This is an optimization exercise on Yosys and OpenROAD, whose aim is small area, not a production implementation. The RTL was checked by simulation tests, not by an equivalence proof against the original design. No activity file was given, so power comes from the tool's default toggle rates.

$ cat flow/config.mk
export PLATFORM = sky130hd
export DESIGN_NAME = udp_echo_top
export DESIGN_NICKNAME = udp_echo_top
export VERILOG_FILES = /design/flow/design.v
export SDC_FILE = /design/flow/constraint.sdc
export NUM_CORES = 4
export LEC_CHECK = 0
export CAP_MARGIN = 20
export CORE_MARGIN = 2
export CORE_UTILIZATION = 40
export CTS_BUF_LIST = sky130_fd_sc_hd__clkbuf_2
export SLEW_MARGIN = 20
$ cat flow/constraint.sdc
create_clock -name core_clock -period 5.0 [get_ports {clk}]
set_input_delay 1.0000 -clock core_clock [delete_from_list [all_inputs] [get_ports {clk}]]
set_output_delay 1.0000 -clock core_clock [all_outputs]
set_load 0.01 [all_outputs]
$ cat flow/design.v
`timescale 1ns/10ps
module udp_echo_top (
    input  logic        clk,
    input  logic        reset,
    input  logic        miso,
    output logic        sck,
    output logic        mosi,
    output logic        ssel_n,
    input  logic [63:0] tx_data,
    output logic [63:0] rx_data,
    output logic        pkg_timeout
);
    localparam logic [31:0] msg_id = 32'h7469_7277;
    localparam logic [47:0] default_peer = {8'd192, 8'd168, 8'd10, 8'd2, 16'd2390};
    localparam logic [3:0] s_init = 4'd0, s_status = 4'd1, s_idle = 4'd2, s_rsr = 4'd3,
        s_pull = 4'd4, s_rd_lo = 4'd5, s_rd_hi = 4'd6, s_recv = 4'd7, s_dest = 4'd8,
        s_push = 4'd9, s_wr_lo = 4'd10, s_wr_hi = 4'd11, s_send = 4'd12,
        s_rd_lo_g = 4'd13, s_rd_hi_g = 4'd14, s_recv_g = 4'd15;
    localparam logic [32*32-1:0] init_rom = {32'h00030800, 32'h00110C56, 32'h00100C09, 32'h000F0C02, 32'h000E0C0A, 32'h000D0CA8, 32'h000C0CC0, 32'h00010C01, 32'h00050C56, 32'h00040C09, 32'h001F0C10, 32'h001E0C10, 32'h00000C02, 32'h00080400, 32'h000704FF, 32'h000604FF, 32'h000504FF, 32'h00040401, 32'h0003040A, 32'h000204A8, 32'h000104C0, 32'h001204C1, 32'h0011040A, 32'h001004A8, 32'h000F04C0, 32'h000E041C, 32'h000D04E3, 32'h000C04CC, 32'h000B04FA, 32'h000A04AF, 32'h000904AA, 32'h002E04D8};
    logic [3:0] state;
    logic waiting;
    logic done;
    logic [4:0] sub;         
    logic [3:0] poll_cnt;
    logic tx_request;
    logic [15:0] rd_ptr;
    logic [15:3] wr_ptr;
    logic [7:0] bit_cnt;
    logic sample_bit;
    logic match;
    logic [63:0] chain;
    logic [47:0] peer;
    logic peer_def;
    logic [31:0] rx_low;
    logic rx_valid;
    logic active;
    logic is_pull;
    logic is_push;
    logic is_cmd;
    logic last;
    logic issue;
    logic begin_frame;
    logic shift_en;
    logic rx_acc;
    logic commit;
    logic peer_load;
    logic [7:0] read_byte;
    logic size_ok;
    logic [31:0] cmdv;
    logic cmd_bit;
    logic [7:0] peer_byte;
    logic [47:0] peer_cur;
    assign active = !ssel_n;
    assign is_pull = (state == s_pull);
    assign is_push = (state == s_push);
    assign is_cmd = !is_pull && !is_push;
    assign last = is_pull ? (bit_cnt == 8'd152) : is_push ? (bit_cnt == 8'd88) : (bit_cnt == 8'd32);
    assign issue = !waiting && state != s_idle;
    assign begin_frame = waiting && !active && !done;
    assign rx_acc = (state == s_idle) && sub[1];
    assign commit = issue && state == s_rd_lo_g;
    assign read_byte = chain[7:0];
    assign size_ok = (read_byte == 8'd16);
    assign cmd_bit = cmdv[~bit_cnt[4:0]];
    assign mosi = active && !last &&
                  ((is_cmd || bit_cnt < 8'd24) ? cmd_bit : (is_push && chain[63]));
    assign shift_en = active && !last && sck &&
                      !(is_push && bit_cnt < 8'd24) &&
                      !(is_pull && bit_cnt >= 8'd88 && bit_cnt < 8'd120);
    assign peer_load = active && is_pull && bit_cnt == 8'd120 && !sck && match;
    assign peer_cur = peer_def ? default_peer : peer;
    always_comb begin
        case (sub[2:0])
            3'd0: peer_byte = peer_cur[47:40];
            3'd1: peer_byte = peer_cur[39:32];
            3'd2: peer_byte = peer_cur[31:24];
            3'd3: peer_byte = peer_cur[23:16];
            3'd4: peer_byte = peer_cur[15:8];
            default: peer_byte = peer_cur[7:0];
        endcase
    end
    always_comb begin
        case (state)
            s_init: cmdv = init_rom[32 * sub +: 32];
            s_status: cmdv = 32'h0003_0800;
            s_rsr: cmdv = 32'h0027_0800;
            s_pull: cmdv = {rd_ptr, 8'h18, 8'h00};
            s_rd_lo, s_rd_lo_g: cmdv = {16'h0029, 8'h0C, rd_ptr[7:0]};
            s_rd_hi, s_rd_hi_g: cmdv = {16'h0028, 8'h0C, rd_ptr[15:8]};
            s_recv, s_recv_g: cmdv = 32'h0001_0C40;
            s_dest: cmdv = {16'h000C + {13'd0, sub[2:0]}, 8'h0C, peer_byte};
            s_push: cmdv = {wr_ptr, 3'd0, 8'h14, 8'h00};
            s_wr_lo: cmdv = {16'h0025, 8'h0C, wr_ptr[7:3], 3'd0};
            s_wr_hi: cmdv = {16'h0024, 8'h0C, wr_ptr[15:8]};
            default: cmdv = 32'h0001_0C20;
        endcase
    end
    always_ff @(posedge clk) begin
        done <= 1'b0;
        if (reset) begin
            ssel_n <= 1'b1;
            sck <= 1'b0;
            bit_cnt <= '0;
        end else if (begin_frame) begin
            ssel_n <= 1'b0;
            sck <= 1'b0;
            bit_cnt <= '0;
        end else if (active) begin
            if (last) begin
                ssel_n <= 1'b1;
                done <= 1'b1;
            end else if (!sck) begin
                sck <= 1'b1;
                sample_bit <= miso;
            end else begin
                sck <= 1'b0;
                bit_cnt <= bit_cnt + 8'd1;
            end
        end
    end
    always_ff @(posedge clk) begin
        if (issue) begin
            chain <= tx_data;
        end else if (shift_en) begin
            chain <= {chain[62:0], sample_bit};
        end
    end
    always_ff @(posedge clk) begin
        if (issue) begin
            match <= 1'b1;
        end else if (active && sck && is_pull && bit_cnt >= 8'd88 && bit_cnt < 8'd120) begin
            match <= match && (sample_bit == msg_id[5'd23 - bit_cnt[4:0]]);
        end
    end
    always_ff @(posedge clk) begin
        if (reset) begin
            state <= s_init;
            waiting <= 1'b0;
            sub <= '0;
            poll_cnt <= '0;
            rd_ptr <= '0;
            wr_ptr <= '0;
            tx_request <= 1'b0;
        end else if (waiting) begin
            if (done) begin
                waiting <= 1'b0;
                case (state)
                    s_init: begin
                        sub <= sub + 5'd1;
                        if (sub == 5'd31) begin
                            state <= (read_byte == 8'h22) ? s_idle : s_status;
                        end
                    end
                    s_status: begin
                        if (read_byte == 8'h22) state <= s_idle;
                    end
                    s_rsr: begin
                        if (read_byte == 8'd0) begin
                            state <= s_idle;
                        end else if (size_ok) begin
                            state <= s_pull;
                        end else begin
                            rd_ptr <= rd_ptr + {8'd0, read_byte};
                            state <= s_rd_lo;
                        end
                    end
                    s_pull: begin
                        rd_ptr <= rd_ptr + 16'd16;
                        state <= s_rd_lo_g;
                    end
                    s_rd_lo: state <= s_rd_hi;
                    s_rd_hi: state <= s_recv;
                    s_rd_lo_g: state <= s_rd_hi_g;
                    s_rd_hi_g: state <= s_recv_g;
                    s_recv: state <= s_idle;
                    s_recv_g: state <= s_dest;
                    s_dest: begin
                        sub <= sub + 5'd1;
                        if (sub == 5'd5) state <= s_idle;
                    end
                    s_push: begin
                        wr_ptr <= wr_ptr + 13'd1;
                        state <= s_wr_lo;
                    end
                    s_wr_lo: state <= s_wr_hi;
                    s_wr_hi: state <= s_send;
                    default: begin
                        tx_request <= 1'b0;
                        state <= s_idle;
                    end
                endcase
            end
        end else if (state == s_idle) begin
            if (rx_acc) begin
                sub <= '0;
                tx_request <= 1'b1;
            end
            if (tx_request) begin
                state <= s_push;
            end else if (poll_cnt == 4'd10) begin
                poll_cnt <= '0;
                state <= s_rsr;
            end else begin
                poll_cnt <= poll_cnt + 4'd1;
            end
        end else begin
            waiting <= 1'b1;
        end
    end
    always_ff @(posedge clk) begin
        if (reset) begin
            peer_def <= 1'b1;
        end else if (peer_load) begin
            peer_def <= 1'b0;
        end
        if (peer_load) peer <= chain[63:16];
    end
    always_ff @(posedge clk) begin
        if (reset) begin
            rx_valid <= 1'b0;
            rx_low <= '0;
        end else if (commit && match) begin
            rx_valid <= 1'b1;
            rx_low <= chain[31:0];
        end
    end
    assign rx_data = {rx_valid ? msg_id : 32'd0, rx_low};
    localparam logic [22:0] lfsr_at_timeout = 23'h30F84F;
    logic [22:0] lfsr;
    always_ff @(posedge clk) begin
        if (reset || rx_acc) begin
            lfsr <= '0;
            pkg_timeout <= 1'b0;
        end else begin
            lfsr <= {lfsr[21:0], ~(lfsr[22] ^ lfsr[17])};
            if (lfsr == lfsr_at_timeout) pkg_timeout <= 1'b1;
        end
    end
endmodule
$ cat flow/run.sh
#!/bin/bash
# synth_recipe.tcl (not shown) runs the flow's synth.tcl, then flattens the netlist and writes it again
# the make line also repeats each setting of config.mk as NAME=value (left out here)
make -C /OpenROAD-flow-scripts/flow DESIGN_CONFIG=/design/flow/config.mk WORK_HOME=/design/flow/orfs CLKGATE_MAP_FILE= SYNTH_SCRIPT=/design/flow/synth_recipe.tcl finish
==> flow_metrics.tcl, run 1 <==
set metrics [dict create \
    die_w_um 173.6 \
    finish.utilization_pct 48.08 \
    drive_above_1_share_pct 19.01 \
    worst_slew_margin_rel_pct 36.81 \
    worstMarginPinSlew_ps 936.0 \
    critPathKind "flop to output pin" \
    r2r-start "state[0]" \
    antenna_left 0 \
    rr_worst_depth 7 \
    grt_util_all_layers_pct 20.70 \
    finalSetupViolCount 0 \
    grt-ovfl-total 0 \
    core-area_um2 28470 \
    core.rowCount 62 \
    synth.cell_area_um2 11500 \
    grt_max_degree 65 \
    detail_route.wirelength_mm 31.79 \
    tns_ps 0 \
    clkTransAtPathRegs_ps 100 \
    async_flop_share_pct 0 \
    drv_slew 0 \
    synth_edf_count 113 \
    rd_place_congestion 0.9414 \
    syn_inst 1142 \
    worstSkewPairLatency_ps 890 \
    whs_endpoint "peer[23]" \
    placedCellCount 1578 \
    holdCritPathClass "flop to flop" \
    grt_util_met2_pct 33.50 \
    drt-pass1-iter-count 5 \
    rsz0062_at_grt "false" \
    power-per-cell-area_nw_per_um2 258.8 \
    yosys_register_bits 227 \
    clock_tree_from_tritoncts "built" \
    cp_data_arrival_time_ps 3480 \
    clockBufferDepth 3 \
    iteration_0_drc_markers 788 \
    die_y_um 173.6 \
    final_hold_viol_count 0 \
    port_buffers 120 \
    max_freq_mhz 223.2 \
    top_level_ports 135 \
    register_to_register_path_setup_slack_ps 1700 \
    cts_made_buffers 60 \
    worstHoldStart "chain[39]" \
    fin_worst_skew_ps 62.35 \
    dp_hpwl_mm 21.98 \
    finalNetCount 1363 \
    synth_sequential_area_ratio_pct 49.35 \
    grt_antenna_before_repair 1 \
    clock_sinks 227 \
    outcome "complete, no violations" \
    drc 0 \
    synthDistinctLibCells 78 \
    clock-root-buffer "clkbuf_2" \
    die_area_um2 30120 \
    grt.busiest_layer "met2" \
    min_path_cells 0 \
    cts-htree-levels 2 \
    mean_instance_size_in_the_synthesized_netlist_um2 10.07 \
    p_leak_nw 4.890 \
    area_delta_synth_final_pct 19.03 \
    worst_ep_required_time_ps 4000 \
    worst-path-max-fanout 22 \
    max-vdd-ir-drop_mv 0.1545 \
    max_cap_violations 0 \
    worstReg2RegEnd "chain[63]" \
    final_min_period_over_clock_period_pct 89.61 \
    hold-worst-slack_ps 447.2 \
    grt_util_met1_pct 27.66 \
    post-layout-total-power_w 0.003543 \
    detail_route.vias_per_cell 5.414 \
    grt_pass1_wl_mm 49.96 \
    synthFlopType "dfxtp_1" \
    yosysWarnings 1 \
    first_global_vias 8906 \
    start_util_pct 40.40 \
    timing.final.crit_period_ps 4480 \
    final-instance-count-excl-fill 1700 \
    grt_met3_use_pct 4.320 \
    cp-end-kind "output pin" \
    vias 9203 \
    routedWlPerCell_um 18.70 \
    worstSetupStartpointType "flop" \
]
==> synthesized netlist by cell type (3+ instances only) <==
| master | number | share of area [%] |
|---|---|---|
| o21bai_1 | 4 | 0.26 |
| o21ai_0 | 53 | 2.3 |
| mux2i_1 | 13 | 1.1 |
| or3_1 | 10 | 0.54 |
| a222oi_1 | 6 | 0.52 |
| inv_1 | 20 | 0.65 |
| a211oi_1 | 10 | 0.65 |
| a22oi_1 | 16 | 1.0 |
| o221ai_1 | 6 | 0.46 |
| buf_4 | 34 | 2.2 |
| o31ai_1 | 6 | 0.39 |
| buf_2 | 10 | 0.44 |
| mux2_2 | 68 | 6.7 |
| nand3_1 | 21 | 0.91 |
| a21o_1 | 10 | 0.65 |
| ha_1 | 26 | 2.8 |
| a22o_1 | 8 | 0.61 |
| nor4b_1 | 6 | 0.46 |
| clkbuf_1 | 59 | 1.9 |
| nor3_1 | 23 | 1.0 |
| and3_1 | 9 | 0.49 |
| nand4_1 | 11 | 0.60 |
| nand2_1 | 122 | 4.0 |
| xor2_1 | 21 | 1.6 |
| nor2b_1 | 16 | 0.87 |
| nor3b_1 | 5 | 0.33 |
| nor4_1 | 11 | 0.60 |
| nor2_1 | 80 | 2.6 |
| o211ai_1 | 12 | 0.78 |
| a32oi_1 | 3 | 0.23 |
| dfxtp_1 | 114 | 20 |
| a311oi_1 | 4 | 0.30 |
| edfxtp_1 | 113 | 30 |
| a221oi_1 | 7 | 0.53 |
| nand2b_1 | 8 | 0.44 |
| a31oi_1 | 11 | 0.60 |
| a21oi_1 | 79 | 3.4 |
| xnor2_1 | 15 | 1.1 |
| and2_1 | 28 | 1.5 |
| nand3b_1 | 4 | 0.26 |
| o22ai_1 | 8 | 0.44 |
| a2111oi_0 | 4 | 0.30 |
==> power by group <==
group / total (W) / switching [W] / internal (W)
Combinational: 0.000197 / 0.0000872 / 0.000109
Clock: 0.00129 / 0.000779 / 0.000513
Sequential: 0.00205 / 0.0000390 / 0.00202
==> worst max path at each step <==
stage                from  endpoint  slack, ps  cells past startpoint
6_report         state[0]      mosi        520                     10
4_1_cts            sub[0]      mosi          9                     11
3_5_place_dp       sub[0]      mosi        520                      9
3_3_place_gp     state[0]      mosi        570                     10
2_1_floorplan  bit_cnt[0]  chain[0]        330                      9
5_1_grt            sub[0]      mosi        290                     11
==> worst max-delay path, cell delays in order (launching register included) <==
cell            delay, ps
dfxtp_2               530
buf_4                 320
nor2_1                140
nand2_2               220
a21oi_1               110
a21boi_0              160
a221o_1               360
o211ai_1              170
nand3_1               140
a32o_2                290
dlymetal6s2s_1        170
==> repair_timing <==
| action | 4_1_cts | 5_1_grt |
|---|---|---|
| pin swaps | 3 | 3 |
| endpoints found under the setup margin | 1 | 1 |
| endpoints found under the hold margin | 0 | 0 |
| hold buffers | 0 | 0 |
| gates resized for setup | 24 | 14 |
| buffers inserted | 8 | 5 |
==> area by class of cell <==
cell class              instances  area (um^2)
fillers                      2691        14780
flip-flops and latches        227         5692
multi-input cells             800         5383
repair buffers                158         1498
clock buffers                  96        480.5
well taps                     384        480.5
inverters                      22        90.09
clock inverters                12        63.81
diodes                          1        2.502
==> stage by stage <==
stage | setup slack [ps] | instance area (um^2)
after CTS | 8.562 | 13610
after detailed placement | 515.4 | 12920
after global routing | 293.1 | 13690
after floorplan | 326.0 | 11560
after global placement | 567.2 | 12920
final | 519.5 | 13690
==> logic make-up (layout without fill, tap and decap cells) <==
kind of cell	count (synthesis)	after routing	share of synthesized area, %
adders and majority gates	27	27	3.003
and+or+nand+nor	371	371	16.13
other	1	15	0.03261
DFF	227	227	49.35
muxes	81	81	7.789
buffers and inverters	128	288	5.461
AOI/OAI and AO/OA	271	271	15.49
xor gates and xnor gates	36	36	2.742
==> registers in the layout, summed over array words and instances, names as in the netlist, 4 cells and up <==
signal    cells
bit_cnt       8
chain        64
lfsr         23
peer         48
poll_cnt      4
rd_ptr       16
rx_low       32
state         4
sub           5
wr_ptr       13
==> routing by layer <==
layer  routed length, um  part of all wire, %  vias to the layer above
li1                    -                    -                     4450
met1               14070                   44                     4380
met2               14780                   47                      292
met3                1986                  6.2                       81
met4                 949                  3.0                        0
met5                   0                    0                        -
==> placed cells by master (no fill, tap or decap), types with 15 or more instances in the layout <==
master and instances:
nand2_1 121, clkdlybuf4s50_1 118, edfxtp_1 113, dfxtp_1 105, clkbuf_2 97, nor2_1 79
a21oi_1 79, mux2_2 68, o21ai_0 51, buf_4 35, and2_1 28, nor3_1 22
ha_1 22, nand3_1 21, xor2_1 21, inv_1 17, a22oi_1 16, xnor2_1 15
==> inputs of run 2 (changes only) <==
--- a/flow/config.mk
+++ b/flow/config.mk
@@ -8,5 +8,4 @@
 export CAP_MARGIN = 20
 export CORE_MARGIN = 2
 export CORE_UTILIZATION = 40
-export CTS_BUF_LIST = sky130_fd_sc_hd__clkbuf_2
 export SLEW_MARGIN = 20
==> flow_metrics.tcl, run 2 <==
set metrics [dict create \
    outcome "complete, no violations" \
    clock_sinks 227 \
    clock-root-buffer "clkbuf_16" \
    finalSetupViolCount 0 \
    synth.cell_area_um2 11500 \
    drc 0 \
    post-layout-total-power_w 0.004295 \
    clock_tree_from_tritoncts "built" \
    grt.busiest_layer "met2" \
    detail_route.wirelength_mm 31.16 \
    critPathMaxStageDelay_ps 560 \
    core-area_um2 28470 \
    timing.final.crit_period_ps 4800 \
    worst_path_most_repeated_cell "ha_1" \
    yosys_register_bits 227 \
    worstMarginPinSlew_ps 993.9 \
    synthDistinctLibCells 78 \
    holdCritPathClass "flop to flop" \
    synth_top_cell_by_area "edfxtp_1" \
    grt_pass1_wl_mm 49.21 \
    synth_top_area_share_pct 29.50 \
    grt_met3_use_pct 3.684 \
    cp-end-kind "output pin" \
    antenna_left 0 \
    iteration_0_drc_markers 810 \
    crit_slowest_cell "clkdlybuf4s50_1" \
    first_global_vias 8562 \
    start_util_pct 40.40 \
    path_buf_inv 1 \
    largest_register_ffs 64 \
    p_leak_nw 4.812 \
    drv_slew 0 \
    layout_commonest_cell "nand2_1" \
    crit_family "compound AO/OA/AOI/OAI gates" \
    synth_common_cells "nand2_1 (122), dfxtp_1 (114), edfxtp_1 (113)" \
    final_hold_viol_count 0 \
    top_register "chain" \
    synth_sequential_area_ratio_pct 49.35 \
    cells_along_the_critical_path "ha_1 > ha_1 > nor2b_1 > a22oi_1 > and3_1 > o22ai_1 > a21oi_1 > o31ai_1 > a32o_1 > clkdlybuf4s50_1" \
    final_min_period_over_clock_period_pct 96.00 \
    clockBufferDepth 3 \
    dpl_cell_area_um2 12920 \
    postLayoutCellArea_um2 13910 \
    critPathKind "flop to output pin" \
    die_y_um 173.6 \
    top_level_ports 135 \
    fin_worst_skew_ps 21.40 \
    port_buffers 120 \
    power-per-cell-area_nw_per_um2 308.7 \
    final_cell_mix "nand2_1 (121), clkdlybuf4s50_1 (119), edfxtp_1 (113)" \
    die_w_um 173.6 \
    grt_util_met2_pct 33.03 \
    drt-pass1-iter-count 6 \
    detail_route.vias_per_cell 5.475 \
    max_cap_violations 0 \
    grt_antenna_before_repair 0 \
    max_freq_mhz 208.3 \
    grt_max_degree 65 \
    post-synth-top-count-cell "nand2_1" \
    worstSetupStartpointType "flop" \
    synth_edf_count 113 \
    max-vdd-ir-drop_mv 0.2940 \
    vias 8925 \
    yosysWarnings 1 \
    drive_above_1_share_pct 13.56 \
    async_flop_share_pct 0 \
    placedCellCount 1578 \
    cts-htree-levels 1 \
    synth_top_cells_by_area "edfxtp_1 (30%), dfxtp_1 (20%), mux2_2 (6.7%), nand2_1 (4.0%), a21oi_1 (3.4%)" \
    worstSkewPairLatency_ps 560 \
    area_delta_synth_final_pct 20.97 \
    core.rowCount 62 \
    mean_instance_size_in_the_synthesized_netlist_um2 10.07 \
    area_used_by_sequential_logic_in_the_layout_um2 5678 \
    timing.final.ws_setup_ps 200.2 \
    grt_util_met1_pct 27.76 \
    syn_inst 1142 \
    footprint_of_the_multi_input_gates_um2 5321 \
    cts_made_buffers 27 \
    routedWlPerCell_um 19.12 \
    fill_cells 2634 \
    final-instance-count-excl-fill 1630 \
    pre_cts_slack_ps 515.4 \
    cp_data_arrival_time_ps 3800 \
    worst-path-max-fanout 12 \
    finish.utilization_pct 48.87 \
    rd_place_congestion 0.9414 \
    worst_ep_required_time_ps 4000 \
    largest_registers "chain x64, peer x48, rx_low x32" \
    postCtsHoldBufs 0 \
    grt-ovfl-total 0 \
    die_area_um2 30120 \
    worst_slew_margin_rel_pct 33.65 \
    clkTransAtPathRegs_ps 70 \
    finalNetCount 1319 \
    grt_util_all_layers_pct 20.39 \
    synthFlopType "dfxtp_1" \
    insertedDiodeCount 0 \
    dp_hpwl_mm 21.98 \
]
==> run 2: repair_timing <==
item / CTS / global route
resized for setup: 3 / 11
hold endpoints to repair: 0 / 0
setup endpoints to repair: 1 / 1
buffers inserted: 0 / 2
pin swaps: 0 / 1
==> run 2: logic make-up after synthesis <==
kind of cell	Yosys count	share of synthesized area (%)
and+or+nand+nor	371	16.13
AOI/OAI and AO/OA	271	15.49
DFF	227	49.35
buffers and inverters	128	5.461
muxes	81	7.789
xor gates and xnor gates	36	2.742
adders and majority gates	27	3.003
other	1	0.03261
==> run 2: worst paths after layout <==
path                  start  cells after the start  slack, ps        end
setup / recovery     sub[0]                     10        200       mosi
hold / removal    chain[38]                      0        440   peer[22]
setup reg to reg   state[0]                      7       1480  chain[56]
hold reg to reg   chain[38]                      0        440   peer[22]
==> run 2: layer usage <==
metal / part of all wire, % / wire length (um)
met4: 2.9 / 901
met5: 0 / 0
met1: 44 / 13790
met2: 47 / 14550
met3: 6.2 / 1924
==> run 2: report_power, final <==
| part | switching, W | internal (W) |
|---|---|---|
| logic | 0.0000870 | 0.000109 |
| clock network | 0.000827 | 0.00121 |
| registers | 0.0000388 | 0.00202 |
| total | 0.000953 | 0.00334 |
==> run 2: area by class of cell <==
class                           instances  area share, %
Clock buffer                           29          4.910
Clock inverter                         21          1.817
Inverter                               22         0.6205
Multi-Input combinational cell        800          38.25
Sequential cell                       227          40.81
Tap cell                              384          3.453
Timing Repair Buffer                  147          10.14
==> run 2: stage by stage <==
stage / TNS, ps / hold WS, ps
after global routing: -3.697 / 442.3
final: 0 / 437.7
after floorplan: 0 / 420.8
after global placement: 0 / 430.7
after CTS: 0 / 441.3
after detailed placement: 0 / 430.0
==> inputs of run 3 (changes only) <==
--- a/flow/config.mk
+++ b/flow/config.mk
@@ -8,4 +8,6 @@
 export CAP_MARGIN = 20
 export CORE_MARGIN = 2
 export CORE_UTILIZATION = 40
+export CTS_BUF_LIST = sky130_fd_sc_hd__clkbuf_4
+export CTS_CLUSTER_SIZE = 40
 export SLEW_MARGIN = 20
==> flow_metrics.tcl, run 3 <==
set metrics [dict create \
    min_path_cells 0 \
    cts_made_buffers 66 \
    grt_max_degree 65 \
    layout_commonest_cell "nand2_1" \
    synthFlopType "dfxtp_1" \
    placedCellCount 1578 \
    post-layout-total-power_w 0.004064 \
    whs_endpoint "peer[23]" \
    final_min_period_over_clock_period_pct 95.90 \
    clock_tree_from_tritoncts "built" \
    synth_top_area_share_pct 29.50 \
    drv_slew 0 \
    grt_pass1_wl_mm 49.84 \
    worst_ep_required_time_ps 4000 \
    yosysWarnings 1 \
    core-area_um2 28470 \
    p_leak_nw 4.911 \
    outcome "complete, no violations" \
    finalNetCount 1359 \
    synth_top_cell_by_area "edfxtp_1" \
    port_buffers 120 \
    post-synth-top-count-cell "nand2_1" \
    cp-end-kind "output pin" \
    synth_edf_count 113 \
    detail_route.vias_per_cell 5.418 \
    fill_cells 2663 \
    worstSkewPairLatency_ps 690 \
    rd_place_congestion 0.9414 \
    top_level_ports 135 \
    final_cell_mix "nand2_1 (121), clkdlybuf4s50_1 (119), edfxtp_1 (113)" \
    register_to_register_path_setup_slack_ps 1700 \
    largest_register_ffs 64 \
    area_used_by_sequential_logic_in_the_layout_um2 5682 \
    mean_instance_size_in_the_synthesized_netlist_um2 10.07 \
    antenna_left 0 \
    tns_ps 0 \
    grt_antenna_before_repair 1 \
    finalSetupViolCount 0 \
    power-per-cell-area_nw_per_um2 291.9 \
    cts-htree-levels 3 \
    holdCritPathClass "flop to flop" \
    fin_worst_skew_ps 69.47 \
    drc 0 \
    clkTransAtPathRegs_ps 60 \
    grt-ovfl-total 0 \
    rr_worst_depth 7 \
    worstHoldStart "chain[39]" \
    clockBufferDepth 3 \
    worstReg2RegEnd "chain[42]" \
    clock-root-buffer "clkbuf_4" \
    cp_data_arrival_time_ps 3790 \
    max_freq_mhz 208.6 \
    timing.final.crit_period_ps 4795 \
    r2r-start "state[0]" \
    die_area_um2 30120 \
    synth_top_cells_by_area "edfxtp_1 (30%), dfxtp_1 (20%), mux2_2 (6.7%), nand2_1 (4.0%), a21oi_1 (3.4%)" \
    vias 9200 \
    largest_registers "chain x64, peer x48, rx_low x32" \
    synth_sequential_area_ratio_pct 49.35 \
    worstSetupStartpointType "flop" \
    postLayoutCellArea_um2 13920 \
    area_delta_synth_final_pct 21.05 \
    rsz0062_at_grt "false" \
    worst_slew_margin_rel_pct 30.90 \
    dp_hpwl_mm 21.98 \
    footprint_of_the_multi_input_gates_um2 5359 \
    worst-path-max-fanout 9 \
    die_y_um 173.6 \
    synth.cell_area_um2 11500 \
    worstMarginPinSlew_ps 1035 \
    top_register "chain" \
    iteration_0_drc_markers 736 \
    detail_route.wirelength_mm 31.66 \
    final_hold_viol_count 0 \
    die_w_um 173.6 \
    routedWlPerCell_um 18.65 \
    drt-pass1-iter-count 5 \
    syn_inst 1142 \
    start_util_pct 40.40 \
    async_flop_share_pct 0 \
    clock_sinks 227 \
    synthDistinctLibCells 78 \
    drive_above_1_share_pct 18.28 \
    hold-worst-slack_ps 420.0 \
    yosys_register_bits 227 \
    core.rowCount 62 \
    final-instance-count-excl-fill 1698 \
    max_cap_violations 0 \
    grt_util_all_layers_pct 20.81 \
    critPathKind "flop to output pin" \
    synth_common_cells "nand2_1 (122), dfxtp_1 (114), edfxtp_1 (113)" \
    dpl_cell_area_um2 12920 \
    max-vdd-ir-drop_mv 0.1802 \
    first_global_vias 8927 \
]
==> run 3: cell counts after synthesis <==
No cell type changed its count.
==> run 3: final cells by class <==
class	count	area share [%]
Tap cell	384	3.451
Sequential cell	227	40.81
Timing Repair Buffer	148	10.28
Clock inverter	14	0.7999
Multi-Input combinational cell	800	38.49
Clock buffer	102	5.500
Inverter	22	0.6471
Antenna cell	1	0.01797
==> run 3: logic make-up after synthesis <==
logic type	after synthesis	synth area share, %
simple gates	371	16.13
compound gates	271	15.49
flops	227	49.35
buf+inv	128	5.461
mux	81	7.789
xor+xnor	36	2.742
fa+ha+maj	27	3.003
other cells	1	0.03261
==> run 3: worst max-delay path: stages (launching register included) <==
cell	delay, ps
dfxtp_1	360
inv_1	230
ha_4	250
nor2b_2	390
o21ai_0	140
and2_1	180
o31ai_1	250
o221ai_1	160
o31ai_2	330
a32o_2	260
clkdlybuf4s50_1	540
==> run 3: worst max-delay path by stage <==
stage,from,endpoint,slack (ps),depth (start not counted)
final,sub[1],mosi,210,10
after global routing,sub[0],mosi,6,10
after CTS,sub[0],mosi,30,11
after detailed placement,sub[0],mosi,520,9
after global placement,state[0],mosi,570,10
after floorplan,bit_cnt[0],chain[0],330,9
==> run 3: timing repair <==
| item | CTS | global route |
|---|---|---|
| endpoints found under the setup margin | 1 | 1 |
| buffers inserted | 0 | 3 |
| hold buffers | 0 | 0 |
| resized for setup | 5 | 19 |
| pin swaps | 0 | 1 |
==> run 3: power by group <==
| group | total [W] | switching, W | internal, W |
|---|---|---|---|
| Combinational | 0.000197 | 0.0000872 | 0.000109 |
| Clock | 0.00181 | 0.000819 | 0.000991 |
| Sequential | 0.00206 | 0.0000386 | 0.00202 |
==> run 3: stage by stage <==
| step | worst slack (ps) | util [%] |
|---|---|---|
| 2_1_floorplan | 326.0 | - |
| 3_3_place_gp | 567.2 | 45.38 |
| 3_5_place_dp | 515.4 | 45.38 |
| 4_1_cts | 27.70 | 48.50 |
| 5_1_grt | 5.862 | 48.90 |
| 6_report | 205.1 | 48.90 |
==> run 3: metal layers <==
metal | track usage, % | vias to the layer above | share of wire [%]
met2 | 33.23 | 309 | 47
li1 | - | 4442 | -
met1 | 27.35 | 4380 | 45
met3 | 4.846 | 69 | 5.6
met5 | 0 | - | 0
met4 | 8.333 | 0 | 3.0
==> inputs of run 4 (changes only) <==
--- a/flow/config.mk
+++ b/flow/config.mk
@@ -9,5 +9,4 @@
 export CORE_MARGIN = 2
 export CORE_UTILIZATION = 40
 export CTS_BUF_LIST = sky130_fd_sc_hd__clkbuf_4
-export CTS_CLUSTER_SIZE = 40
 export SLEW_MARGIN = 20
==> flow_metrics.tcl, run 4 <==
set metrics [dict create \
    p_sw_share_pct 23.24 \
    timing.final.crit_period_ps 4795 \
    finalNetCount 1359 \
    power_frac_seq_pct 50.6 \
    max_cap_violations 0 \
    critPathMaxStageDelay_ps 540 \
    synth_top_area_share_pct 29.50 \
    die_w_um 173.6 \
    final_hold_viol_count 0 \
    outcome "complete, no violations" \
    max_freq_mhz 208.6 \
    cts_made_buffers 66 \
    synth_top_cells_by_area "edfxtp_1 (30%), dfxtp_1 (20%), mux2_2 (6.7%), nand2_1 (4.0%), a21oi_1 (3.4%)" \
    start_util_pct 40.40 \
    clock-root-buffer "clkbuf_4" \
    switching_power_w 0.0009446 \
    drive_above_1_share_pct 18.28 \
    p_int_w 0.003120 \
    iteration_0_drc_markers 736 \
    antenna_left 0 \
    worst-path-max-fanout 9 \
    core-area_um2 28470 \
    fin_worst_skew_ps 69.47 \
    clock_power_share_pct 44.5 \
    grt_max_degree 65 \
    dp_hpwl_mm 21.98 \
    largest_register_ffs 64 \
    critPathKind "flop to output pin" \
    crit_cells 10 \
    crit_family "compound AO/OA/AOI/OAI gates" \
    clock_sinks 227 \
    holdCritPathClass "flop to flop" \
    die_area_um2 30120 \
    yosysWarnings 1 \
    top_level_ports 135 \
    rsz0062_at_grt "false" \
    post-layout-total-power_w 0.004064 \
    synthFlopType "dfxtp_1" \
    synth_sequential_area_ratio_pct 49.35 \
    synth_edf_count 113 \
    cp-end-kind "output pin" \
    drv_slew 0 \
    crit_slowest_cell "clkdlybuf4s50_1" \
    worstMarginPinSlew_ps 1035 \
    synth_simple_gate_area_share_pct 16.13 \
    cells_along_the_critical_path "inv_1 > ha_4 > nor2b_2 > o21ai_0 > and2_1 > o31ai_1 > o221ai_1 > o31ai_2 > a32o_2 > clkdlybuf4s50_1" \
    synth_common_cells "nand2_1 (122), dfxtp_1 (114), edfxtp_1 (113)" \
    yosys.area_share.xor_xnor_pct 2.742 \
    drt-pass1-iter-count 5 \
    grt-ovfl-total 0 \
    grt_antenna_before_repair 1 \
    yosys_register_bits 227 \
    area_delta_synth_final_pct 21.05 \
    top_register "chain" \
    routedWlPerCell_um 18.65 \
    detail_route.vias_per_cell 5.418 \
    path_buf_inv 2 \
    core.rowCount 62 \
    synthDistinctLibCells 78 \
    final_min_period_over_clock_period_pct 95.90 \
    power-per-cell-area_nw_per_um2 291.9 \
    worstSetupStartpointType "flop" \
    synth_compound_gate_area_share_pct 15.49 \
    port_buffers 120 \
    p_leak_nw 4.911 \
    final_cell_mix "nand2_1 (121), clkdlybuf4s50_1 (119), edfxtp_1 (113)" \
    max-vdd-ir-drop_mv 0.1802 \
    tns_ps 0 \
    vias 9200 \
    min_path_cells 0 \
    synth.cell_area_um2 11500 \
    worstSkewPairLatency_ps 690 \
    rr_worst_depth 7 \
    clockBufferDepth 3 \
    largest_family_of_logic_cells_by_synthesized_area "simple AND/OR/NAND/NOR gates" \
    layout_commonest_cell "nand2_1" \
    drc 0 \
    clkTransAtPathRegs_ps 60 \
    first_global_vias 8927 \
    syn_inst 1142 \
    synth_top_cell_by_area "edfxtp_1" \
    largest_registers "chain x64, peer x48, rx_low x32" \
    cp_data_arrival_time_ps 3790 \
    detail_route.wirelength_mm 31.66 \
    synth_adder_area_share_pct 3.003 \
    clock_tree_from_tritoncts "built" \
    mean_instance_size_in_the_synthesized_netlist_um2 10.07 \
    grt_pass1_wl_mm 49.84 \
    cts-htree-levels 3 \
    post-synth-top-count-cell "nand2_1" \
    worst_slew_margin_rel_pct 30.90 \
    die_y_um 173.6 \
    rd_place_congestion 0.9414 \
    finalSetupViolCount 0 \
    combPwrFrac_pct 4.8 \
    synth.mux.area_fraction_pct 7.789 \
    worst_ep_required_time_ps 4000 \
    async_flop_share_pct 0 \
    grt_util_all_layers_pct 20.81 \
    fill_cells 2663 \
]
-- run 4: cell counts in the layout (fill, tap and decap cells not counted) --
Identical to the previous run, type by type.
-- run 4: kinds of logic after synthesis --
group,Yosys count
and+or+nand+nor,371
AOI/OAI and AO/OA,271
DFF,227
buffers and inverters,128
muxes,81
xor gates and xnor gates,36
adders and majority gates,27
other,1
-- run 4: routing by layer --
layer	up-vias	wire length [um]	share of wire [%]	track usage, %
li1	4442	-	-	-
met1	4380	14120	45	27.35
met2	309	14820	47	33.23
met3	69	1778	5.6	4.846
met4	0	943	3.0	8.333
met5	-	0	0	0
-- run 4: layout make-up --
cell class,instances,area [um^2],share of cell area [%]
clock inverter,14,111.4,0.7999
timing repair buffer,148,1431,10.28
clock buffer,102,765.7,5.500
antenna,1,2.502,0.01797
inverter,22,90.09,0.6471
multi-input combinational,800,5359,38.49
tap,384,480.5,3.451
sequential,227,5682,40.81
-- run 4: timing repair --
action,CTS,global route
pin swaps,0,1
resized for setup,5,19
hold buffers,0,0
endpoints found under the setup margin,1,1
setup buffers,0,3
-- run 4: path summary, 6_finish.rpt --
path                   from         to  slack [ps]
hold reg to reg   chain[39]   peer[23]         420
hold / removal    chain[39]   peer[23]         420
setup / recovery     sub[1]       mosi         210
setup reg to reg   state[0]  chain[42]        1700
-- run 4: power by group through the flow --
| stage | logic, W | registers (W) | clock network (W) |
|---|---|---|---|
| global placement | 0.000196 | 0.00210 | 0 |
| detailed placement | 0.000198 | 0.00210 | 0 |
| floorplan | 0.000122 | 0.00208 | 0 |
| global route | 0.000214 | 0.00206 | 0.00197 |
| finish | 0.000197 | 0.00206 | 0.00181 |
| CTS | 0.000199 | 0.00206 | 0.00187 |
-- run 4: worst register-to-register path, stage by stage, from the launching register on --
cell and delay, ps:
dfxtp_2 520, buf_4 320, nand2b_1 210, nor3_1 130
buf_4 190, nor2_4 660, buf_4 600, mux2_2 450
-- run 4: stage by stage --
| stage | setup slack (ps) | hold WS, ps | util (%) | instances | area (um^2) |
|---|---|---|---|---|---|
| 6_report | 205.1 | 420.0 | 48.90 | 1698 | 13920 |
| 3_5_place_dp | 515.4 | 430.0 | 45.38 | 1578 | 12920 |
| 3_3_place_gp | 567.2 | 430.7 | 45.38 | 1578 | 12920 |
| 5_1_grt | 5.862 | 432.0 | 48.90 | 1698 | 13920 |
| 2_1_floorplan | 326.0 | 420.8 | - | 1155 | 11560 |
| 4_1_cts | 27.70 | 408.4 | 48.50 | 1694 | 13810 |
==> inputs of run 5 (changes only) <==
==> flow/flow/run.sh (new file) <==
#!/bin/bash
# Own layout flow: the standard flow (standard.sh) with an area-oriented ABC
# script, a clock tree without dummy loads, and small port buffers.
set -euo pipefail
WORK=$(pwd)
# A copy of ORFS's scripts whose only change is the ABC mapping script
rm -rf "$WORK/scripts_mod"
cp -r "$FLOW_HOME/scripts" "$WORK/scripts_mod"
cp "$WORK/flow/abc.script" "$WORK/scripts_mod/abc_speed.script"
export SCRIPTS_DIR="$WORK/scripts_mod"


bash standard.sh > "$WORK/standard_flow.log" 2>&1
==> flow/flow/abc.script (new file) <==
strash
&get -n
&fraig -x
&put
scorr
dc2
strash
&get -n
&dch -f
&nf -R 1000
&put
==> flow/standard.sh (new file) <==
#!/bin/bash
# synth_recipe.tcl (not shown) runs the flow's synth.tcl, then flattens the netlist and writes it again
# the make line also repeats each setting of config.mk as NAME=value (left out here)
make -C /OpenROAD-flow-scripts/flow DESIGN_CONFIG=/design/flow/config.mk WORK_HOME=/design/flow/orfs CLKGATE_MAP_FILE= SYNTH_SCRIPT=/design/flow/synth_recipe.tcl "${@:-finish}"
--- a/flow/config.mk
+++ b/flow/config.mk
@@ -8,5 +8,4 @@
 export CAP_MARGIN = 20
 export CORE_MARGIN = 2
 export CORE_UTILIZATION = 40
-export CTS_BUF_LIST = sky130_fd_sc_hd__clkbuf_4
 export SLEW_MARGIN = 20
removed: flow/run.sh
==> flow_metrics.tcl, run 5 <==
set metrics [dict create \
    postLayoutCellArea_um2 13280 \
    largest_register_ffs 64 \
    synth_top_cell_by_area "edfxtp_1" \
    outcome "complete, no violations" \
    placedCellCount 1634 \
    fill_cells 2484 \
    drc 0 \
    cp_data_arrival_time_ps 3470 \
    worst-path-max-fanout 10 \
    detail_route.wirelength_mm 30.86 \
    synth_edf_count 113 \
    synthDistinctLibCells 54 \
    grt_max_degree 68 \
    max_cap_violations 0 \
    finalNetCount 1420 \
    drt-pass1-iter-count 5 \
    start_util_pct 40.94 \
    clockBufferDepth 3 \
    detail_route.vias_per_cell 5.524 \
    die_y_um 167.8 \
    core-area_um2 26210 \
    cp-end-kind "output pin" \
    die_w_um 167.8 \
    syn_inst 1168 \
    yosys_register_bits 227 \
    final_min_period_over_clock_period_pct 89.33 \
    final-instance-count-excl-fill 1680 \
    synth_simple_gate_area_share_pct 24.12 \
    worst_slew_margin_rel_pct 44.90 \
    post-synth-top-count-cell "nand2_1" \
    synth.mux.area_fraction_pct 0.3732 \
    die_area_um2 28150 \
    synth_compound_gate_area_share_pct 15.43 \
    crit_slowest_cell "dfxtp_2" \
    synth_top_cells_by_area "edfxtp_1 (32%), dfxtp_1 (21%), nand2_1 (12%), a21oi_1 (4.9%), ha_1 (3.0%)" \
    postCtsHoldBufs 0 \
    rsz0062_at_grt "false" \
    max-vdd-ir-drop_mv 0.2707 \
    synth_adder_area_share_pct 3.219 \
    fin_worst_skew_ps 17.24 \
    critPathMaxStageDelay_ps 440 \
    top_level_ports 135 \
    power-per-cell-area_nw_per_um2 352.6 \
    area_delta_synth_final_pct 23.80 \
    layout_commonest_cell "nand2_1" \
    worstSkewPairLatency_ps 540 \
    mean_instance_size_in_the_synthesized_netlist_um2 9.185 \
    drv_slew 0 \
    async_flop_share_pct 0 \
    largest_registers "chain x64, peer x48, rx_low x32" \
    post-layout-total-power_w 0.004683 \
    worstSetupStartpointType "flop" \
    path_buf_inv 4 \
    drive_above_1_share_pct 6.543 \
    insertedDiodeCount 0 \
    grt_pass1_wl_mm 49.94 \
    worst_ep_required_time_ps 4000 \
    clock_tree_from_tritoncts "built" \
    grt-ovfl-total 0 \
    iteration_0_drc_markers 866 \
    vias 9280 \
    p_leak_nw 4.900 \
    worstMarginPinSlew_ps 820.2 \
    cts-htree-levels 1 \
    yosys.area_share.xor_xnor_pct 1.225 \
    port_buffers 120 \
    grt_util_all_layers_pct 21.96 \
    max_freq_mhz 223.9 \
    dp_hpwl_mm 21.67 \
    yosysWarnings 1 \
    antenna_left 0 \
    timing.final.crit_period_ps 4467 \
    synth.cell_area_um2 10730 \
    hold-worst-slack_ps 440.6 \
    largest_family_of_logic_cells_by_synthesized_area "simple AND/OR/NAND/NOR gates" \
    clock_sinks 227 \
    finalSetupViolCount 0 \
    synthFlopType "dfxtp_1" \
    tns_ps 0 \
    first_global_vias 8914 \
    rd_place_congestion 0.9803 \
    clkTransAtPathRegs_ps 70 \
    cells_along_the_critical_path "clkinv_2 > ha_1 > nor2b_1 > buf_4 > nor4_1 > buf_4 > a221oi_1 > o21ai_0 > o21ai_0 > nand2_1 > nand2_1 > nand4_1 > a31oi_1 > o31ai_1 > nand4b_1 > a21oi_2 > dlymetal6s2s_1" \
    top_register "chain" \
    crit_family "simple AND/OR/NAND/NOR gates" \
    critPathKind "flop to output pin" \
    synth_top_area_share_pct 31.63 \
    dpl_cell_area_um2 12420 \
    grt_antenna_before_repair 0 \
    holdCritPathClass "flop to flop" \
    clock-root-buffer "clkbuf_16" \
    synth_sequential_area_ratio_pct 52.90 \
    cts_made_buffers 25 \
    routedWlPerCell_um 18.37 \
    final_hold_viol_count 0 \
    final_cell_mix "nand2_1 (329), clkdlybuf4s50_1 (118), dfxtp_1 (113), edfxtp_1 (113), a21oi_1 (103)" \
    synth_common_cells "nand2_1 (330), dfxtp_1 (114), edfxtp_1 (113)" \
    core.rowCount 59 \
]
run 5: per-stage QoR:
step,setup slack (ps),util [%]
2_1_floorplan,386.4,-
3_3_place_gp,547.1,47.38
3_5_place_dp,508.0,47.38
4_1_cts,23.19,50.61
5_1_grt,255.6,50.68
6_report,533.3,50.68
run 5: cell families (layout without fill, tap and decap cells):
| group | after synthesis | in the layout |
|---|---|---|
| multiplexers | 4 | 4 |
| AO/OA/AOI/OAI | 265 | 265 |
| other | 1 | 14 |
| adder cells (fa/ha/maj) | 27 | 27 |
| buffers and inverters | 45 | 209 |
| XOR/XNOR | 15 | 15 |
| AND/OR/NAND/NOR | 584 | 584 |
| flip-flops | 227 | 227 |
run 5: layer usage:
metal  vias to the layer above  wire (um)  GRT usage (%)
li1                       4522          -              -
met4                         0        640          5.217
met3                        45       2423          3.947
met5                         -          0              0
met2                       353      13300          32.73
met1                      4360      14500          33.02
run 5: cell type report:
cell class | instances | area, um^2 | area share [%]
Clock buffer | 32 | 723.2 | 5.445
Clock inverter | 14 | 122.6 | 0.9232
Inverter | 13 | 50.05 | 0.3768
Multi-Input combinational cell | 909 | 4841 | 36.45
Sequential cell | 227 | 5677 | 42.74
Tap cell | 335 | 419.2 | 3.156
Timing Repair Buffer | 150 | 1449 | 10.91
run 5: repair_timing:
action / 4_1_cts / 5_1_grt
resized for setup: 2 / 8
endpoints found under the hold margin: 0 / 0
gates cloned: 0 / 0
pin swaps: 0 / 1
endpoints found under the setup margin: 1 / 1
buffers inserted: 0 / 0
run 5: path summary, 6_finish.rpt:
check | startpoint | endpoint | slack [ps] | cells past startpoint
min | chain[62] | peer[46] | 440 | 0
max reg2reg | bit_cnt[1] | chain[49] | 940 | 11
max | sub[1] | mosi | 530 | 17
min reg2reg | chain[62] | peer[46] | 440 | 0
run 5: report_power, final:
group          leakage [nW]  internal (W)  switching (W)
Sequential             2.01       0.00214       0.000113
Combinational          2.47      0.000217       0.000349
Clock                 0.416       0.00108       0.000778
==> inputs of run 6 (changes only) <==
--- a/flow/flow/run.sh
+++ b/flow/flow/run.sh
@@ -8,6 +8,6 @@
 cp -r "$FLOW_HOME/scripts" "$WORK/scripts_mod"
 cp "$WORK/flow/abc.script" "$WORK/scripts_mod/abc_speed.script"
 export SCRIPTS_DIR="$WORK/scripts_mod"
-
-
+export CTS_ARGS="-sink_clustering_enable -repair_clock_nets -dont_use_dummy_load"
+export BUFFER_PORTS_ARGS="-buffer_cell sky130_fd_sc_hd__buf_1"
 bash standard.sh > "$WORK/standard_flow.log" 2>&1
==> flow_metrics.tcl, run 6 <==
set metrics [dict create \
    syn_inst 1168 \
    outcome "complete, no violations" \
    yosysWarnings 1 \
    cts-htree-levels 1 \
    drive_above_1_share_pct 4.183 \
    die_y_um 167.8 \
    worstSkewPairLatency_ps 540 \
    worst_ep_required_time_ps 4000 \
    cts_setup_buffers 0 \
    p_leak_nw 4.430 \
    largest_registers "chain x64, peer x48, rx_low x32" \
    synth_edf_count 113 \
    worst_slew_margin_rel_pct 37.29 \
    yosys_register_bits 227 \
    cts.repair.resized 0 \
    die_w_um 167.8 \
    holdCritPathClass "flop to flop" \
    worst-path-max-fanout 9 \
    met2_wirelength_mm 13.01 \
    synthFlopType "dfxtp_1" \
    mean_instance_size_in_the_synthesized_netlist_um2 9.185 \
    rd_place_congestion 0.9727 \
    largest_register_ffs 64 \
    highest-signal-layer "met4" \
    clock_tree_from_tritoncts "built" \
    start_util_pct 40.94 \
    max-vdd-ir-drop_mv 0.2570 \
    drt-pass1-iter-count 6 \
    grt_antenna_before_repair 0 \
    vias 9222 \
    fin_worst_skew_ps 38.12 \
    iteration_0_drc_markers 860 \
    grt_pass1_wl_mm 48.03 \
    worstSetupStartpointType "flop" \
    core-area_um2 26210 \
    synth_top_cell_by_area "edfxtp_1" \
    top_level_ports 135 \
    clock_sinks 227 \
    detail_route.vias_per_cell 5.589 \
    tns_ps 0 \
    synth_sequential_area_ratio_pct 52.90 \
    rsz0062_at_grt "false" \
    top_register "chain" \
    layout_commonest_cell "nand2_1" \
    cts_made_buffers 25 \
    timing.final.crit_period_ps 4740 \
    fill_cells 2567 \
    max_freq_mhz 211.0 \
    first_global_vias 8820 \
    final_min_period_over_clock_period_pct 94.79 \
    async_flop_share_pct 0 \
    port_buffers 120 \
    synth.cell_area_um2 10730 \
    post-synth-top-count-cell "nand2_1" \
    grt_max_degree 66 \
    critPathKind "flop to output pin" \
    drv_slew 0 \
    insertedDiodeCount 0 \
    hold-worst-slack_ps 446.1 \
    synth_top_area_share_pct 31.63 \
    dp_hpwl_mm 21.02 \
    power-per-cell-area_nw_per_um2 352.1 \
    max_cap_violations 0 \
    postCtsHoldBufs 0 \
    finalSetupViolCount 0 \
    antenna_left 0 \
    m1WireLength_mm 13.93 \
    grt_util_all_layers_pct 21.32 \
    synth_top_cells_by_area "edfxtp_1 (32%), dfxtp_1 (21%), nand2_1 (12%), a21oi_1 (4.9%), ha_1 (3.0%)" \
    cp_data_arrival_time_ps 3740 \
    die_area_um2 28150 \
    synth_common_cells "nand2_1 (330), dfxtp_1 (114), edfxtp_1 (113)" \
    finalNetCount 1411 \
    clock-root-buffer "clkbuf_16" \
    detail_route.wirelength_mm 30.06 \
    cp-end-kind "output pin" \
    worstMarginPinSlew_ps 939.3 \
    final_cell_mix "nand2_1 (329), buf_1 (119), dfxtp_1 (114)" \
    wl_met3_mm 2.005 \
    synthDistinctLibCells 54 \
    routedWlPerCell_um 18.22 \
    drc 0 \
    clockBufferDepth 3 \
    grt-ovfl-total 0 \
    area_delta_synth_final_pct 14.08 \
    core.rowCount 59 \
    clkTransAtPathRegs_ps 50 \
    final_hold_viol_count 0 \
]
[run 6: report_power, final]
part           switching, W  internal (W)  leakage (nW)
clock              0.000669      0.000871         0.308
sequential         0.000109       0.00214          2.01
combinational      0.000346      0.000171          2.11
[run 6: logic make-up after synthesis]
family                     after synthesis  share of synthesized area, %
AOI/OAI and AO/OA                      265                         15.43
xor gates and xnor gates                15                         1.225
adders and majority gates               27                         3.219
buffers and inverters                   45                         2.694
DFF                                    227                         52.90
muxes                                    4                        0.3732
other                                    1                       0.03496
and+or+nand+nor                        584                         24.12
[run 6: cell type report]
| class | instances | area [um^2] | area share, % |
|---|---|---|---|
| inverter | 13 | 48.80 | 0.3987 |
| tap | 335 | 419.2 | 3.425 |
| sequential | 227 | 5675 | 46.38 |
| timing repair buffer | 141 | 634.4 | 5.184 |
| clock buffer | 25 | 625.6 | 5.112 |
| multi-input combinational | 909 | 4835 | 39.51 |
[run 6: worst max-delay path: stages, from the launching register on]
cell and delay, ps:
dfxtp_1 350, clkinv_1 140, ha_1 310, nor2b_1 710, a22oi_1 170, a21oi_1 220, a21oi_1 50, o21ai_0 320
a211o_1 180, a31oi_1 80, o31ai_1 90, nand4b_1 170, a21oi_1 260, buf_1 180
[run 6: per-stage QoR]
stage	std cells	setup WS, ps	area, um^2	total power (W)	utilization [%]
global placement	1625	875.2	11610	0.002799	44.29
floorplan	1181	386.4	10780	0.002595	-
finish	1650	260.4	12240	0.004308	46.70
CTS	1650	235.2	12230	0.004349	46.68
detailed placement	1625	801.9	11610	0.002805	44.29
global route	1650	5.469	12240	0.004493	46.70
[run 6: worst paths after layout]
path | from | endpoint | slack [ps] | cells past startpoint
min | lfsr[6] | lfsr[7] | 450 | 1
min reg2reg | lfsr[6] | lfsr[7] | 450 | 1
max reg2reg | state[0] | chain[56] | 1410 | 11
max | sub[1] | mosi | 260 | 13
[run 6: per-layer routing]
metal	global-route usage, %	vias up
met5	0	-
met4	8.091	0
met2	32.72	350
li1	-	4470
met3	3.073	76
met1	30.54	4326
==> inputs of run 7 (changes only) <==
--- a/flow/flow/run.sh
+++ b/flow/flow/run.sh
@@ -8,6 +8,6 @@
 cp -r "$FLOW_HOME/scripts" "$WORK/scripts_mod"
 cp "$WORK/flow/abc.script" "$WORK/scripts_mod/abc_speed.script"
 export SCRIPTS_DIR="$WORK/scripts_mod"
-export CTS_ARGS="-sink_clustering_enable -repair_clock_nets -dont_use_dummy_load"
+export CTS_ARGS="-sink_clustering_enable -repair_clock_nets -dont_use_dummy_load -buf_list sky130_fd_sc_hd__clkbuf_4"
 export BUFFER_PORTS_ARGS="-buffer_cell sky130_fd_sc_hd__buf_1"
 bash standard.sh > "$WORK/standard_flow.log" 2>&1
==> flow_metrics.tcl, run 7 <==
set metrics [dict create \
    yosysWarnings 1 \
    worstSkewPairLatency_ps 690 \
    post-synth-top-count-cell "nand2_1" \
    antenna_left 0 \
    synth_top_cell_by_area "edfxtp_1" \
    holdCritPathClass "flop to flop" \
    synth_sequential_area_ratio_pct 52.90 \
    routedWlPerCell_um 18.02 \
    grt_util_all_layers_pct 21.64 \
    detail_route.wirelength_mm 30.36 \
    layout_commonest_cell "nand2_1" \
    p_leak_nw 4.396 \
    clock_sinks 227 \
    top_level_ports 135 \
    synth_edf_count 113 \
    cts_setup_buffers 0 \
    final_min_period_over_clock_period_pct 95.61 \
    synth_top_cells_by_area "edfxtp_1 (32%), dfxtp_1 (21%), nand2_1 (12%), a21oi_1 (4.9%), ha_1 (3.0%)" \
    post-layout-total-power_w 0.003952 \
    finalSetupViolCount 0 \
    vias 9363 \
    synth.cell_area_um2 10730 \
    core-area_um2 26210 \
    timing.final.crit_period_ps 4781 \
    synthDistinctLibCells 54 \
    critPathKind "flop to output pin" \
    postCtsHoldBufs 0 \
    synth_top_area_share_pct 31.63 \
    worstSetupStartpointType "flop" \
    cts-htree-levels 2 \
    cp-end-kind "output pin" \
    top_register "chain" \
    cts_made_buffers 59 \
    async_flop_share_pct 0 \
    finalNetCount 1445 \
    die_w_um 167.8 \
    max_cap_violations 0 \
    rd_place_congestion 0.9727 \
    die_y_um 167.8 \
    drv_slew 0 \
    synth_common_cells "nand2_1 (330), dfxtp_1 (114), edfxtp_1 (113)" \
    area_delta_synth_final_pct 12.50 \
    worst_ep_required_time_ps 4000 \
    drive_above_1_share_pct 6.894 \
    clockBufferDepth 3 \
    grt_antenna_before_repair 2 \
    grt-ovfl-total 0 \
    rsz0062_at_grt "false" \
    first_global_vias 9064 \
    synthFlopType "dfxtp_1" \
    tns_ps 0 \
    detail_route.vias_per_cell 5.557 \
    grt_max_degree 66 \
    drc 0 \
    yosys_register_bits 227 \
    largest_registers "chain x64, peer x48, rx_low x32" \
    grt_pass1_wl_mm 48.62 \
    largest_register_ffs 64 \
    iteration_0_drc_markers 824 \
    drt-pass1-iter-count 6 \
    worstMarginPinSlew_ps 952.0 \
    core.rowCount 59 \
    dp_hpwl_mm 21.02 \
    cp_data_arrival_time_ps 3780 \
    port_buffers 120 \
    mean_instance_size_in_the_synthesized_netlist_um2 9.185 \
    outcome "complete, no violations" \
    fin_worst_skew_ps 71.85 \
    die_area_um2 28150 \
    start_util_pct 40.94 \
    clock-root-buffer "clkbuf_4" \
    power-per-cell-area_nw_per_um2 327.5 \
    final_hold_viol_count 0 \
    max-vdd-ir-drop_mv 0.1508 \
    clock_tree_from_tritoncts "built" \
    syn_inst 1168 \
    worst-path-max-fanout 9 \
    worst_slew_margin_rel_pct 36.53 \
    max_freq_mhz 209.2 \
    final_cell_mix "nand2_1 (329), buf_1 (119), dfxtp_1 (113), edfxtp_1 (113), a21oi_1 (102)" \
    clkTransAtPathRegs_ps 60 \
]
-- run 7: what timing repair did --
action                                  CTS  global route
resized for setup                         1             7
gates cloned                              0             0
pin swaps                                 0             0
endpoints found under the setup margin    1             1
endpoints found under the hold margin     0             0
-- run 7: per-layer routing --
| metal | up-vias | share of wire [%] | GRT usage [%] |
|---|---|---|---|
| li1 | 4552 | - | - |
| met1 | 4367 | 46 | 30.74 |
| met2 | 358 | 43 | 32.09 |
| met3 | 84 | 7.2 | 4.467 |
| met4 | 2 | 3.4 | 9.036 |
| met5 | - | 0.043 | 0 |
-- run 7: area by class of cell --
cell class,count,area (um^2)
Timing Repair Buffer,141,634.4
Fill cell,2613,14140
Clock buffer,59,442.9
Multi-Input combinational cell,909,4841
Inverter,13,52.55
Tap cell,335,419.2
Antenna cell,1,2.502
Sequential cell,227,5677
-- run 7: cell families (layout without fill, tap and decap cells) --
logic type                 after synthesis  count (layout)  share of synthesized area (%)
muxes                                    4               4                         0.3732
and+or+nand+nor                        584             584                          24.12
AOI/OAI and AO/OA                      265             265                          15.43
xor gates and xnor gates                15              15                          1.225
adders and majority gates               27              27                          3.219
other                                    1              15                        0.03496
DFF                                    227             227                          52.90
buffers and inverters                   45             213                          2.694
-- run 7: final timing paths --
check	depth (start not counted)	start	endpoint	slack, ps
max reg2reg	11	state[1]	chain[63]	1420
max	12	sub[0]	mosi	220
min	0	chain[42]	peer[26]	430
min reg2reg	0	chain[42]	peer[26]	430
-- run 7: critical path, stage by stage (launching register included) --
cell and delay (ps):
dfxtp_1 350, buf_4 190, ha_1 310, ha_1 260, or4_1 630, nor2_1 170, nand2_1 70, a21oi_1 160
nor2_1 70, o31ai_1 290, nand4b_1 200, a21oi_2 220, buf_1 170
-- run 7: power breakdown --
| group | leakage, nW | switching, W | internal (W) |
|---|---|---|---|
| Sequential | 2.01 | 0.000109 | 0.00214 |
| Clock | 0.271 | 0.000654 | 0.000530 |
| Combinational | 2.11 | 0.000346 | 0.000172 |
-- run 7: metrics by stage --
| stage | utilization [%] | setup WS [ps] | cell area (um^2) | hold WS [ps] | cells |
|---|---|---|---|---|---|
| 2_1_floorplan | - | 386.4 | 10780 | 421.8 | 1181 |
| 3_3_place_gp | 44.29 | 875.2 | 11610 | 433.4 | 1625 |
| 3_5_place_dp | 44.29 | 801.9 | 11610 | 437.2 | 1625 |
| 4_1_cts | 45.99 | 138.0 | 12050 | 433.6 | 1684 |
| 5_1_grt | 46.05 | 6.209 | 12070 | 443.0 | 1685 |
| 6_report | 46.05 | 219.4 | 12070 | 429.3 | 1685 |
==> inputs of run 8 (changes only) <==
--- a/flow/flow/run.sh
+++ b/flow/flow/run.sh
@@ -8,6 +8,6 @@
 cp -r "$FLOW_HOME/scripts" "$WORK/scripts_mod"
 cp "$WORK/flow/abc.script" "$WORK/scripts_mod/abc_speed.script"
 export SCRIPTS_DIR="$WORK/scripts_mod"
-export CTS_ARGS="-sink_clustering_enable -repair_clock_nets -dont_use_dummy_load -buf_list sky130_fd_sc_hd__clkbuf_4"
+export CTS_ARGS="-sink_clustering_enable -repair_clock_nets -dont_use_dummy_load -buf_list sky130_fd_sc_hd__clkbuf_8 -sink_clustering_size 12 -sink_clustering_max_diameter 60"
 export BUFFER_PORTS_ARGS="-buffer_cell sky130_fd_sc_hd__buf_1"
 bash standard.sh > "$WORK/standard_flow.log" 2>&1
==> flow_metrics.tcl, run 8 <==
set metrics [dict create \
    routedWlPerCell_um 18.17 \
    timing.final.crit_period_ps 4723 \
    detail_route.vias_per_cell 5.543 \
    min_path_cells 0 \
    largest_registers "chain x64, peer x48, rx_low x32" \
    yosysWarnings 1 \
    antenna_left 0 \
    cp-end-kind "output pin" \
    yosys_register_bits 227 \
    synth_common_cells "nand2_1 (330), dfxtp_1 (114), edfxtp_1 (113)" \
    rd_place_congestion 0.9727 \
    max_freq_mhz 211.7 \
    cts_made_buffers 25 \
    finish.utilization_pct 45.65 \
    worst_slew_margin_rel_pct 36.97 \
    synth_top_cells_by_area "edfxtp_1 (32%), dfxtp_1 (21%), nand2_1 (12%), a21oi_1 (4.9%), ha_1 (3.0%)" \
    holdCritPathClass "flop to flop" \
    clockBufferDepth 3 \
    tns_ps 0 \
    worstReg2RegEnd "chain[63]" \
    grt_max_degree 66 \
    clock_sinks 227 \
    area_delta_synth_final_pct 11.51 \
    rsz0062_at_grt "false" \
    final-instance-count-excl-fill 1650 \
    final_cell_mix "nand2_1 (329), buf_1 (119), dfxtp_1 (114)" \
    worstSkewPairLatency_ps 560 \
    synthFlopType "dfxtp_1" \
    async_flop_share_pct 0 \
    rr_worst_depth 11 \
    die_y_um 167.8 \
    detail_route.wirelength_mm 29.99 \
    top_register "chain" \
    crit_family "simple AND/OR/NAND/NOR gates" \
    crit_slowest_cell "or4_1" \
    power-per-cell-area_nw_per_um2 319.4 \
    worstHoldStart "chain[42]" \
    vias 9146 \
    finalNetCount 1411 \
    grt_antenna_before_repair 0 \
    drv_slew 0 \
    max-vdd-ir-drop_mv 0.2555 \
    clock-root-buffer "clkbuf_8" \
    largest_register_ffs 64 \
    drc 0 \
    r2r-start "state[1]" \
    worst-path-max-fanout 9 \
    synth.cell_area_um2 10730 \
    first_global_vias 8787 \
    cells_along_the_critical_path "clkinvlp_4 > ha_1 > or4_1 > nor2_1 > nand2_1 > a21oi_1 > nor2_1 > o31ai_1 > nand4b_1 > a21oi_1 > buf_1" \
    mean_instance_size_in_the_synthesized_netlist_um2 9.185 \
    start_util_pct 40.94 \
    max_cap_violations 0 \
    final_hold_viol_count 0 \
    clkTransAtPathRegs_ps 80 \
    synth_edf_count 113 \
    syn_inst 1168 \
    layout_commonest_cell "nand2_1" \
    dp_hpwl_mm 21.02 \
    synth_sequential_area_ratio_pct 52.90 \
    p_leak_nw 4.303 \
    grt-ovfl-total 0 \
    drt-pass1-iter-count 5 \
    final_min_period_over_clock_period_pct 94.46 \
    clock_tree_from_tritoncts "built" \
    die_area_um2 28150 \
    port_buffers 120 \
    post-synth-top-count-cell "nand2_1" \
    cp_data_arrival_time_ps 3720 \
    die_w_um 167.8 \
    placedCellCount 1625 \
    synthDistinctLibCells 54 \
    worstSetupStartpointType "flop" \
    iteration_0_drc_markers 887 \
    core-area_um2 26210 \
    outcome "complete, no violations" \
    cts-htree-levels 1 \
    critPathMaxStageDelay_ps 640 \
    finalSetupViolCount 0 \
    critPathKind "flop to output pin" \
    path_buf_inv 2 \
    worstMarginPinSlew_ps 944.1 \
    synth_top_area_share_pct 31.63 \
    fin_worst_skew_ps 51.01 \
    worst_ep_required_time_ps 4000 \
    core.rowCount 59 \
    grt_util_all_layers_pct 21.28 \
    synth_top_cell_by_area "edfxtp_1" \
    insertedDiodeCount 0 \
    top_level_ports 135 \
    drive_above_1_share_pct 4.335 \
    register_to_register_path_setup_slack_ps 1430 \
    whs_endpoint "peer[26]" \
    grt_pass1_wl_mm 47.90 \
]
## run 8: power breakdown
group / internal, W / switching [W]
Clock: 0.000442 / 0.000616
Combinational: 0.000172 / 0.000343
Sequential: 0.00214 / 0.000109
Total: 0.00275 / 0.00107
## run 8: through the flow
stage	hold WS [ps]	worst slack (ps)	instance area [um^2]	total power (W)
finish	446.7	276.9	11960	0.003820
global route	464.9	15.45	11960	0.004009
CTS	450.1	166.5	11950	0.003857
floorplan	421.8	386.4	10780	0.002595
global placement	433.4	875.2	11610	0.002799
detailed placement	437.2	801.9	11610	0.002805
## run 8: worst max path at each step
| stage | startpoint | to | cells past startpoint |
|---|---|---|---|
| floorplan | state[1] | chain[0] | 3 |
| global placement | sub[0] | mosi | 13 |
| detailed placement | sub[0] | mosi | 12 |
| CTS | sub[0] | mosi | 12 |
| global route | sub[2] | mosi | 11 |
| finish | sub[2] | mosi | 11 |
## run 8: repair_timing
item / CTS / global route
setup buffers: 0 / 0
gates resized for setup: 0 / 5
endpoints found under the setup margin: 0 / 1
hold buffers: 0 / 0
## run 8: final cells by class
type	instances	area, um^2
Tap cell	335	419.2
Sequential cell	227	5675
Multi-Input combinational cell	909	4837
Inverter	13	52.55
Clock buffer	25	344.1
Fill cell	2590	14240
Timing Repair Buffer	141	634.4
## run 8: cells by family (layout without fill, tap and decap cells)
family          after synthesis  count (layout)  share of synthesized area [%]
flops                       227             227                          52.90
other cells                   1              14                        0.03496
simple gates                584             584                          24.12
mux                           4               4                         0.3732
compound gates              265             265                          15.43
buf+inv                      45             179                          2.694
fa+ha+maj                    27              27                          3.219
xor+xnor                     15              15                          1.225
## run 8: metal layers
layer | up-vias | routed length, um | part of all wire [%] | track usage (%)
met5 | - | 0 | 0 | 0
met4 | 0 | 1002 | 3.3 | 8.015
met3 | 59 | 2128 | 7.1 | 3.049
met2 | 350 | 12930 | 43 | 32.43
met1 | 4277 | 13920 | 46 | 30.69
li1 | 4460 | - | - | -

re-timing with driven ports:
The results above use ideal ports. As a check the final layouts listed here were re-extracted and re-timed, cells and wires unchanged. Step 1, drivers: a clkbuf_16 drives clk and a buf_2 each remaining input, both assumed. Step 2 also shifts input and output timing later by t, the mid clock arrival at the registers, as if the neighbouring blocks saw the same clock. Slacks: no drivers / after step 1 / after step 2; pairs: no drivers / after step 1.
run	t (ns)	setup slack, ns	worst setup path after step 2	worst register clock-pin slew, ns
run 1	0.900	0.520 / 0.478 / 1.378	register to output	0.12 / 0.12
run 2	0.599	0.200 / 0.152 / 0.751	register to output	0.07 / 0.07
run 3	0.700	0.205 / 0.163 / 0.863	register to output	0.07 / 0.07
run 4	0.700	0.205 / 0.163 / 0.863	register to output	0.07 / 0.07
run 5	0.575	0.533 / 0.488 / 0.939	register to register	0.07 / 0.07
run 6	0.565	0.260 / 0.213 / 0.778	register to output	0.06 / 0.06
run 7	0.701	0.219 / 0.177 / 0.878	register to output	0.07 / 0.07
run 8	0.593	0.277 / 0.229 / 0.822	register to output	0.09 / 0.09
After both steps every run listed still meets setup and hold.
